This is an optimization exercise on Yosys and OpenROAD, whose aim is small area, not a production implementation. The RTL was checked by simulation tests, not by an equivalence proof against the original design. The flow treats the clock pin as an ideal source, which a real chip does not have. Power and IR drop assume default switching activity.

==> job 9228: inputs <==
## regfile_scb
module regfile_scb
#(
   parameter int               WIDTH       = regfile_pkg::DEF_WIDTH,
   parameter int               ADDR_W      = regfile_pkg::DEF_ADDR_W,
   parameter logic [WIDTH-1:0] RESET_VALUE = '0,
   parameter bit               ZERO_REG    = 1'b1
) (
   input  logic              CLK,
   input  logic              RESET,
   input  logic              WR_EN,
   input  logic [ADDR_W-1:0] WR_ADDR,
   input  logic [WIDTH-1:0]  WR_DATA,
   input  logic              RD_EN,
   input  logic [ADDR_W-1:0] RD_ADDR1,
   input  logic [ADDR_W-1:0] RD_ADDR2,
   output logic [WIDTH-1:0]  RD_DATA1,
   output logic [WIDTH-1:0]  RD_DATA2,
   output logic              RD_VALID,
   input  logic              RSV_EN,
   input  logic [ADDR_W-1:0] RSV_ADDR,
   output logic              BUSY1,
   output logic              BUSY2
);
export LEC_CHECK = 0
export CAP_MARGIN = 10
export CORE_MARGIN = 2
export CORE_UTILIZATION = 45
export PLACE_DENSITY = 0.55
export SLEW_MARGIN = 10
create_clock -name core_clock -period 15.0 [get_ports {CLK}]
standard.sh (not shown) runs the stock make flow with config.mk's settings and CLKGATE_MAP_FILE= SYNTH_SCRIPT=/design/flow/synth_recipe.tcl, a recipe that flattens the netlist after the stock synthesis.
==> flow/flow/run.sh <==
#!/bin/bash
# Layout flow: the standard flow (standard.sh) with
#  - synthesis: the standard script, with the read multiplexer module kept
#    apart, ABC in area mode, and the multiplexer swapped for a gate-level
#    AND-OR version (generated by gen_rdmux.py) before flattening;
#  - port buffers: buf_1;
#  - CTS: one tree per clock net (see pre_cts.tcl), large sink clusters,
#    no dummy loads.
set -euo pipefail
W=$PWD
python3 flow/gen_rdmux.py $W/rdmux_gates.v > gen_rdmux.log 2>&1
rm -rf $W/synth_scripts
cp -r $FLOW_HOME/scripts $W/synth_scripts
cp flow/abc_area_nf.script $W/synth_scripts/abc_speed.script
bash standard.sh SCRIPTS_DIR=$W/synth_scripts SYNTH_SCRIPT=$W/flow/my_synth.tcl \
  SYNTH_KEEP_MODULES=regfile_rdmux RDMUX_GATES=$W/rdmux_gates.v synth > synth.log 2>&1
bash standard.sh "BUFFER_PORTS_ARGS=-buffer_cell sky130_fd_sc_hd__buf_1" PRE_CTS_TCL=$W/flow/pre_cts.tcl \
  "CTS_ARGS=$(cat flow/cts_args.txt)" finish > layout.log 2>&1
Other scripts of this flow, unchanged in this note and not shown: flow/flow/abc_area_nf.script, flow/flow/cts_args.txt, flow/flow/gen_rdmux.py, flow/flow/my_synth.tcl, flow/flow/pre_cts.tcl
==> inputs of job 9578, as changes to job 9228 <==
--- a/flow/config.mk
+++ b/flow/config.mk
@@ -8,5 +8,5 @@
 export CAP_MARGIN = 10
 export CORE_MARGIN = 2
-export CORE_UTILIZATION = 45
-export PLACE_DENSITY = 0.55
+export CORE_UTILIZATION = 52
+export PLACE_DENSITY = 0.62
 export SLEW_MARGIN = 10
==> comparison <==
- Job 9578 finished but failed the layout checks on antenna rules. Job 9228 produced a clean layout.
- Against job 9228, the routed wire length of job 9578 is higher by about 0.43%.
- Of job 9578 and job 9228, job 9228 has the higher design area (gap 0.49%, measured against job 9228).
- In synthesized cell count, job 9578 and job 9228 do not differ.
- Against job 9228, the die area of job 9578 is lower by about 13%.
- Against job 9228, the clock skew of job 9578 is higher by 0.044 ns.
- In sequential power, job 9578 and job 9228 hardly differ.
==> figures <==
quantity                                                                          job 9578                 job 9228
Standard cell with the maximum stage delay on the critical path    sky130_fd_sc_hd__and3_2   sky130_fd_sc_hd__buf_1
Global routing usage on met3                                                         15.9%                    9.24%
Clock Skew                                                                         1.04 ns                 0.994 ns
Initial core utilization                                                             52.2%                    45.2%
End point of the most critical hold path                                valid[3]$_DFF_NN0_       valid[1]$_DFF_NN0_
Clock Power                                                                      0.00179 W                0.00177 W
Number of antenna violations at the first check in global routing                       18                       20
Flop pwr share                                                                       62.3%                    62.6%
Final estimated routing congestion in global placement                               0.961                    0.910
Non-clock buffer area fraction after layout                                          3.05%                    3.08%
Result of the run                                                          failed layout checks  complete, no violations
Reasons for failing layout checks                                            antenna rules                        -
Layout cell share with drive strength beyond 1                                       11.1%                    11.1%
Area of the multi-input gates                                                  10900 sq um              10900 sq um
